This is an optimization exercise on Yosys and OpenROAD, whose aim is small area, not a production implementation.
The RTL was checked by simulation tests, not by an equivalence proof against the original design.
Power figures rest on the tool's default switching activity, not on a simulated workload.

===== flow/flow/run.sh =====
#!/bin/bash
set -euo pipefail
export CTS_ARGS="-sink_clustering_enable -repair_clock_nets -sink_clustering_size 20 -sink_clustering_max_diameter 60 -buf_list {sky130_fd_sc_hd__clkbuf_4 sky130_fd_sc_hd__clkbuf_8} -dont_use_dummy_load"
export BUFFER_PORTS_ARGS="-buffer_cell sky130_fd_sc_hd__buf_1"
bash standard.sh > standard.log 2>&1

===== flow/standard.sh =====
#!/bin/bash
# synth_recipe.tcl (not shown) runs the flow's synth.tcl, then flattens the netlist and writes it again
# the make line also repeats each setting of config.mk as NAME=value (left out here)
make -C /OpenROAD-flow-scripts/flow DESIGN_CONFIG=/design/flow/config.mk WORK_HOME=/design/flow/orfs CLKGATE_MAP_FILE= SYNTH_SCRIPT=/design/flow/synth_recipe.tcl "${@:-finish}"

===== flow/config.mk =====
export PLATFORM = sky130hd
export DESIGN_NAME = la_top
export DESIGN_NICKNAME = la_top
export VERILOG_FILES = /design/flow/design.v
export SDC_FILE = /design/flow/constraint.sdc
export NUM_CORES = 4
export LEC_CHECK = 0
export CAP_MARGIN = 0
export CORE_MARGIN = 2
export CORE_UTILIZATION = 65
export CTS_BUF_LIST = sky130_fd_sc_hd__clkbuf_8
export CTS_CLUSTER_DIAMETER = 60
export CTS_CLUSTER_SIZE = 20
export PLACE_DENSITY = 0.75
export SLEW_MARGIN = 0

===== flow/constraint.sdc =====
create_clock -name core_clock -period 10.0 [get_ports {clk_i}]
set_input_delay 2.0000 -clock core_clock [delete_from_list [all_inputs] [get_ports {clk_i}]]
set_output_delay 2.0000 -clock core_clock [all_outputs]
set_load 0.01 [all_outputs]

===== flow/design.v =====
`default_nettype none
`timescale 1ns/10ps
package la_pkg;
  localparam int CNT_WIDTH = 8;
  typedef enum logic [1:0] {
    OP_NOP     = 2'd0,   
    OP_SET_CNT = 2'd1,   
    OP_RUN     = 2'd2    
  } la_op_e;
  typedef struct packed {
    la_op_e                 op;        
    logic [CNT_WIDTH-1:0]   dly_cnt;   
    logic [CNT_WIDTH-1:0]   rd_cnt;    
  } la_cmd_t;
endpackage
`default_nettype wire
`default_nettype none
`timescale 1ns/10ps
module la_cmd_decoder (
  input  logic            clk_i,
  input  logic            rst_in,      
  input  logic            cmd_req_i,   
  input  la_pkg::la_cmd_t cmd_i,       
  output logic            cmd_ack_o,
  output logic            set_cnt_o,   
  output logic            run_o        
);
  logic new_cmd;
  assign new_cmd   = cmd_req_i && !cmd_ack_o;
  assign set_cnt_o = new_cmd && (cmd_i.op == la_pkg::OP_SET_CNT);
  always_ff @(posedge clk_i) begin
    if (!rst_in) begin
      cmd_ack_o <= 1'b0;
      run_o     <= 1'b0;
    end else begin
      run_o <= new_cmd && (cmd_i.op == la_pkg::OP_RUN);
      if (new_cmd) begin
        cmd_ack_o <= 1'b1;
      end else if (!cmd_req_i) begin
        cmd_ack_o <= 1'b0;   
      end
    end
  end
endmodule
`default_nettype wire
`default_nettype none
`timescale 1ns/10ps
module la_sample_buf #(
  parameter int SMPL_WIDTH = 16,
  parameter int TX_WIDTH   = 8,
  parameter int DEPTH_LOG2 = 8,
  parameter int PORT_LOG2  = 3
) (
  input  logic                         clk_i,
  input  logic                         rst_in,
  input  logic                         push_i,     
  input  logic [SMPL_WIDTH-1:0]        d_i,
  output logic                         empty_o,    
  input  logic [la_pkg::CNT_WIDTH-1:0] idx_i,      
  input  logic                         read_i,     
  input  logic                         lsb_i,      
  output logic                         hit_o,      
  output logic [TX_WIDTH-1:0]          q_o
);
  localparam int DEPTH = 2 ** DEPTH_LOG2 - 1;
  localparam int NDLY  = 2 ** PORT_LOG2;
  logic [DEPTH-1:0][SMPL_WIDTH-1:0] ring;
  logic [NDLY-2:0][SMPL_WIDTH-1:0]  dly;        
  logic [NDLY-2:0]                  pend;       
  logic [DEPTH_LOG2-1:0]            ptr;
  logic [SMPL_WIDTH-1:0]            wdata;
  logic [NDLY-2:0]                  take;       
  logic                             wr;
  logic                             busy;
  logic [SMPL_WIDTH-1:0]            tap;
  assign empty_o = (pend == '0);
  assign busy    = !empty_o || push_i;
  assign wr      = busy && (ptr[PORT_LOG2-1:0] == '0);
  assign hit_o   = read_i && (ptr == ~idx_i);
  assign tap     = ring[DEPTH-1];
  always_comb begin
    logic older;   
    older = 1'b0;
    for (int k = NDLY - 2; k >= 0; k--) begin
      take[k] = pend[k] && !older;
      older   = older || pend[k];
    end
    wdata = empty_o ? d_i : '0;
    for (int k = 0; k < NDLY - 1; k++) begin
      wdata = wdata | (dly[k] & {SMPL_WIDTH{take[k]}});
    end
  end
  always_ff @(posedge clk_i) begin
    if (!rst_in) begin
      pend <= '0;
      ptr  <= '0;
    end else begin
      pend <= {pend[NDLY-3:0] & ~(take[NDLY-3:0] & {(NDLY-2){wr}}),
               push_i && !(wr && empty_o)};
      if (!wr) begin
        ptr <= (ptr == DEPTH_LOG2'(DEPTH - 1)) ? '0 : ptr + 1'b1;
      end
    end
  end
  always_ff @(posedge clk_i) begin
    dly <= {dly[NDLY-3:0], d_i};
  end
  always_ff @(posedge clk_i) begin
    for (int i = 0; i < DEPTH; i++) begin
      if (i % NDLY == 0 && wr && ptr[DEPTH_LOG2-1:PORT_LOG2] == (DEPTH_LOG2-PORT_LOG2)'(i / NDLY)) begin
        ring[i] <= wdata;
      end else begin
        ring[i] <= ring[(i + DEPTH - 1) % DEPTH];
      end
    end
  end
  always_ff @(posedge clk_i) begin
    if (hit_o) begin
      q_o <= lsb_i ? tap[TX_WIDTH-1:0] : tap[SMPL_WIDTH-1 -: TX_WIDTH];
    end
  end
endmodule
`default_nettype wire
`default_nettype none
`timescale 1ns/10ps
module la_ctrl (
  input  logic                         clk_i,
  input  logic                         rst_in,
  input  logic                         set_cnt_i,   
  input  la_pkg::la_cmd_t              cmd_i,
  input  logic                         run_i,       
  input  logic                         stb_i,       
  input  logic                         empty_i,     
  input  logic                         hit_i,       
  input  logic                         tx_ack_i,
  output logic                         push_o,
  output logic [la_pkg::CNT_WIDTH-1:0] idx_o,       
  output logic                         read_o,
  output logic                         tx_req_o,
  output logic                         lsb_o,       
  output logic                         busy_o
);
  typedef enum logic [1:0] {
    IDLE,
    TRIG,      
    FETCH,     
    XFER       
  } state_e;
  state_e state;
  logic [la_pkg::CNT_WIDTH-1:0] cnt;
  logic [la_pkg::CNT_WIDTH-1:0] dly_cnt;
  logic [la_pkg::CNT_WIDTH-1:0] rd_cnt;
  logic                         cnt_zero;
  assign cnt_zero = (cnt == '0);
  assign idx_o    = cnt;
  assign busy_o   = (state != IDLE);
  assign push_o   = stb_i && ((state == IDLE) || (state == TRIG && !cnt_zero));
  assign read_o   = (state == FETCH) && !cnt_zero;   
  always_ff @(posedge clk_i) begin
    if (!rst_in) begin
      state    <= IDLE;
      cnt      <= '0;
      tx_req_o <= 1'b0;
      lsb_o    <= 1'b0;
    end else begin
      case (state)
        IDLE: begin
          if (run_i) begin
            state <= TRIG;
            cnt   <= dly_cnt;
          end
        end
        TRIG: begin
          if (cnt_zero) begin
            if (empty_i) begin
              state <= FETCH;
              cnt   <= rd_cnt;
            end
          end else if (stb_i) begin
            cnt <= cnt - 1'b1;
          end
        end
        FETCH: begin
          if (cnt_zero) begin
            state <= IDLE;
          end else if (hit_i) begin
            if (lsb_o) begin
              cnt <= cnt - 1'b1;
            end
            tx_req_o <= 1'b1;
            state    <= XFER;
          end
        end
        XFER: begin
          if (tx_req_o) begin
            if (tx_ack_i) begin
              tx_req_o <= 1'b0;
            end
          end else if (!tx_ack_i) begin
            lsb_o <= !lsb_o;
            state <= FETCH;
          end
        end
        default: state <= IDLE;
      endcase
    end
  end
  always_ff @(posedge clk_i) begin
    if (!rst_in) begin
      dly_cnt <= la_pkg::CNT_WIDTH'(1);
      rd_cnt  <= la_pkg::CNT_WIDTH'(1);
    end else if (set_cnt_i) begin
      dly_cnt <= cmd_i.dly_cnt;
      rd_cnt  <= cmd_i.rd_cnt;
    end
  end
endmodule
`default_nettype wire
`default_nettype none
`timescale 1ns/10ps
module la_tx_serializer #(
  parameter int TX_WIDTH = 8
) (
  input  logic [TX_WIDTH-1:0] d_i,
  output logic [TX_WIDTH-1:0] tx_o
);
  assign tx_o = d_i;
endmodule
`default_nettype wire
`default_nettype none
`timescale 1ns/10ps
module la_top #(
  parameter int SMPL_WIDTH = 16,
  parameter int TX_WIDTH   = 8,
  parameter int DEPTH_LOG2 = 8
) (
  input  logic                  clk_i,
  input  logic                  rst_in,
  input  logic                  cmd_req_i,
  input  logic [17:0]           cmd_i,      
  output logic                  cmd_ack_o,
  input  logic                  smpl_stb_i,
  input  logic [SMPL_WIDTH-1:0] smpl_i,
  output logic                  tx_req_o,
  input  logic                  tx_ack_i,
  output logic [TX_WIDTH-1:0]   tx_o,
  output logic                  busy_o
);
  logic                         set_cnt;
  logic                         run;
  logic                         push;
  logic                         empty;
  logic [la_pkg::CNT_WIDTH-1:0] idx;
  logic                         read;
  logic                         hit;
  logic [TX_WIDTH-1:0]          buf_q;     
  logic                         lsb;
  la_cmd_decoder la_cmd_decoder_i (
    .clk_i     (clk_i),
    .rst_in    (rst_in),
    .cmd_req_i (cmd_req_i),
    .cmd_i     (cmd_i),
    .cmd_ack_o (cmd_ack_o),
    .set_cnt_o (set_cnt),
    .run_o     (run)
  );
  la_ctrl la_ctrl_i (
    .clk_i     (clk_i),
    .rst_in    (rst_in),
    .set_cnt_i (set_cnt),
    .cmd_i     (cmd_i),       
    .run_i     (run),
    .stb_i     (smpl_stb_i),
    .empty_i   (empty),
    .hit_i     (hit),
    .tx_ack_i  (tx_ack_i),
    .push_o    (push),
    .idx_o     (idx),
    .read_o    (read),
    .tx_req_o  (tx_req_o),
    .lsb_o     (lsb),
    .busy_o    (busy_o)
  );
  la_sample_buf #(
    .SMPL_WIDTH (SMPL_WIDTH),
    .TX_WIDTH   (TX_WIDTH),
    .DEPTH_LOG2 (DEPTH_LOG2)
  ) la_sample_buf_i (
    .clk_i    (clk_i),
    .rst_in   (rst_in),
    .push_i   (push),
    .d_i      (smpl_i),
    .empty_o  (empty),
    .idx_i    (idx),
    .read_i   (read),
    .lsb_i    (lsb),
    .hit_o    (hit),
    .q_o      (buf_q)
  );
  la_tx_serializer #(
    .TX_WIDTH (TX_WIDTH)
  ) la_tx_serializer_i (
    .d_i  (buf_q),
    .tx_o (tx_o)
  );
endmodule
`default_nettype wire

==> metrics.cfg <==
[worst_setup_path]
rr_startpoint=la_sample_buf_i.pend[0]$_SDFF_PN0_
critPathCaptureType=output pin
cp.required_ns=8.00
r2r_end=la_sample_buf_i.ring[2823]$_DFF_P_
cp_data_arrival_time_ns=2.10
worst-r2r-cell-count=5
critPathKind=reg2out
cp_max_fo=4
critPathLaunchType=flip-flop
ff2ff_setup_slack_ns=6.34
critPathLaunch=la_ctrl_i.state[0]$_SDFFE_PN0P_

[timing]
finalSetupTns_ns=0
max_freq_mhz=244
finalSetupViolCount=0
hold_viol=0
relSlewSlack=0.138
layout_min_cycle_time_ns=4.10
worst_pin_slew_ns=1.29
drv_slew=0
rsz0062_at_grt=false
fin_skew_ns=0.0805
period_share=0.410

[route]
ant_nets=0
drt_iter0_drc=2130
drc=0
viasPerCell=4.73
routed_wl_mm=134
firstDrtPassIters=5
vias=37400
wire_per_inst_um=16.9

[floorplanning]
die_w_um=383
io_pins=50
initial_core_util=0.657
rows=138
dieArea_um2=147000
die_h_um=383
core-area_um2=142000

[global_routing]
gr-total-overflow=0
use_met1=0.277
met2_usage=0.276
grt_pass1_vias=37500
grt_antenna_before_repair=2
grt-busiest-layer=met1
grtUsageMet3=0.0343
grtUsageTotal=0.186
grt_max_degree=37
grt_pass1_wl_mm=209

[clocking]
post_cts_resized=0
root_buffer=clkbuf_8
post-cts-setup-buffers=0
cts_hold_repair.buffers=0
cts.reportedPaths.clkPinSlew_ns=0.11
cts_max_level=4
clk_path_buf_depth=3
numCtsBuffers=233
clk_latency_ns=0.97
cts_sinks=4245
cts_tree=built

[logic_synthesis]
synth_cells=5876
netlist_top_cells_area=dfxtp_1, a21oi_1, nor2_1
synth_flop_cell=dfxtp_1
netlist.area_leader.share=0.910
postSynthAreaPerCell_um2=15.9
yosys_warnings=3
async_flop_share=0
synthesis.nets=5924
netlist_area_um2=93300
synth-edff-count=8
ys_types=64
synth.largest_area_cell=dfxtp_1
synth-seq-area-share=0.912
synth_seq_cells=4245

[power_and_ir_drop]
switchingPower_mw=5.48
intPower_mw=20.4
clkPwrFrac=0.252
switching_share=0.212
power_density_nw_per_um2=262
p_seq_frac=0.712
peakVddDrop_mv=0.176
p_leak_nw=38.8
p_comb_frac=0.036

[place]
port-buffer-count=49
dp_cells=7666
place_hpwl_mm=74.0
place.gp.congestion=0.776

[min_path]
holdPathEnd=la_sample_buf_i.ring[3682]$_DFF_P_
min_path_cells=0
min_path_type=reg2reg
hp-start=la_sample_buf_i.ring[3666]$_DFF_P_

[final_layout]
drive_gt1_frac=0.0566
fin_nets=6060
fill_cells=8978
syn2layout_area_growth_pct=5.87
instances_no_fill=7904

[job]
drv_cap=0

[status]
status=finished clean

-- Yosys cell counts (13+ instances only) --
cell type and count:
dfxtp_1 4237, nor2_1 385, a21oi_1 365, nand2_1 270
o21ai_0 108, buf_2 88, clkbuf_1 87, o21ai_1 86
a22oi_1 20, mux2i_1 18, a221oi_2 17, xnor2_1 17
a221o_1 16, a21oi_2 15, inv_1 13
-- critical path, cell delays in order (launching register included) --
cell	delay (ns)
dfxtp_1	0.41
inv_1	0.10
ha_1	0.27
inv_1	0.17
buf_1	0.21
-- cell families after synthesis --
group                    synth area share
AO/OA/AOI/OAI                      0.0414
XOR/XNOR                          0.00207
adder cells (fa/ha/maj)           0.00121
buffers and inverters              0.0100
flip-flops                          0.912
multiplexers                      0.00290
AND/OR/NAND/NOR                    0.0303
-- registers in the layout (all words and copies together) (netlist names) --
signal,cells
la_ctrl_i.cnt,8
la_ctrl_i.state,2
la_sample_buf_i.pend,7
la_ctrl_i.dly_cnt,8
la_sample_buf_i.q_o,8
la_ctrl_i.rd_cnt,8
la_sample_buf_i.ring,4080
la_ctrl_i.lsb_o,1
la_cmd_decoder_i.cmd_ack_o,1
la_ctrl_i.tx_req_o,1
la_cmd_decoder_i.run_o,1
la_sample_buf_i.dly,112
la_sample_buf_i.ptr,8
-- layout make-up --
cell class              count  area [um^2]  share of cell area
well taps                1890         2360              0.0240
flip-flops and latches   4245        85100               0.861
inverters                  15         56.3            0.000570
repair buffers             90          499             0.00506
clock buffers             233         3210              0.0325
multi-input cells        1427         7540              0.0763
diodes                      4         10.0            0.000101
-- power groups by stage --
stage | Sequential, mW | Clock (mW) | Combinational [mW]
global route | 18.5 | 7.28 | 0.990
finish | 18.4 | 6.52 | 0.929
floorplan | 18.6 | 0 | 0.530
global placement | 18.8 | 0 | 0.903
CTS | 18.4 | 6.70 | 0.933
detailed placement | 18.8 | 0 | 0.927
-- how the worst max path moves through the flow --
stage	cells past startpoint	slack [ns]	end
final	4	5.90	busy_o
after global routing	4	5.76	busy_o
after CTS	4	5.84	busy_o
after detailed placement	5	5.78	la_sample_buf_i.ring[3215]$_DFF_P_
after global placement	5	5.76	la_sample_buf_i.ring[1419]$_DFF_P_
after floorplan	6	6.72	la_sample_buf_i.ring[2564]$_DFF_P_
-- per-stage QoR --
stage               instance area, um^2  utilization  total power [mW]  setup slack [ns]  hold WS, ns
finish                            98700        0.696              25.9              5.90        0.254
CTS                               98700        0.695              26.1              5.84        0.263
floorplan                         93300            -              19.1              6.72        0.310
global placement                  95500        0.673              19.7              5.76        0.310
global route                      98700        0.696              26.8              5.76        0.261
detailed placement                95500        0.673              19.7              5.78        0.312
-- cells in the final DEF, fill, tap and decap left out, types with 4 or more instances in the layout --
cell type	synthesis	final
nor3b_1	4	4
a221o_1	16	16
o21ai_0	108	108
mux2_2	8	8
nand3_1	9	9
xor2_1	5	5
dfxtp_1	4237	4237
diode_2	0	4
a22oi_1	20	20
nor3_1	5	5
nor2_1	385	385
xnor2_1	17	17
a211oi_4	0	6
o21ai_1	86	86
a211o_1	9	9
a221oi_4	0	16
buf_4	4	40
o211ai_1	4	4
nand2_1	270	270
ha_1	9	9
inv_1	13	13
clkbuf_8	0	233
a21oi_1	365	365
mux2i_1	18	18
a21oi_2	15	14
edfxtp_1	8	8
and3_1	4	4
buf_1	4	49
-- per-layer routing --
layer | wire length, um | vias up
met2 | 57000 | 550
li1 | - | 18700
met4 | 3740 | 0
met5 | 0 | -
met3 | 5210 | 242
met1 | 67800 | 18000

## port drivers added, routing unchanged
Ports are ideal in the flow. The routed layout listed here was re-timed in OpenROAD. Step 1 sets driving cells, clkbuf_16 on the clock port and buf_2 on the other inputs (assumed; they add their load-dependent delay and slew). Step 2, shift: input delay + t, output delay - t, t = (earliest + latest rising clock arrival at the registers) / 2. This alone moves slack from input paths to output paths. Three values: no drivers, after step 1, after step 2; two values: the first two.
shift t [ns]: 0.996
setup WS [ns]: 5.902 / 5.824 / 5.755
hold slack, ns: 0.254 / 0.254 / 0.254
worst register clock-pin slew, ns: 0.12 / 0.12
After both steps setup and hold are still met in this run. The setup slack of this run moves by -0.078 ns with the drivers and by -0.147 ns with both steps.
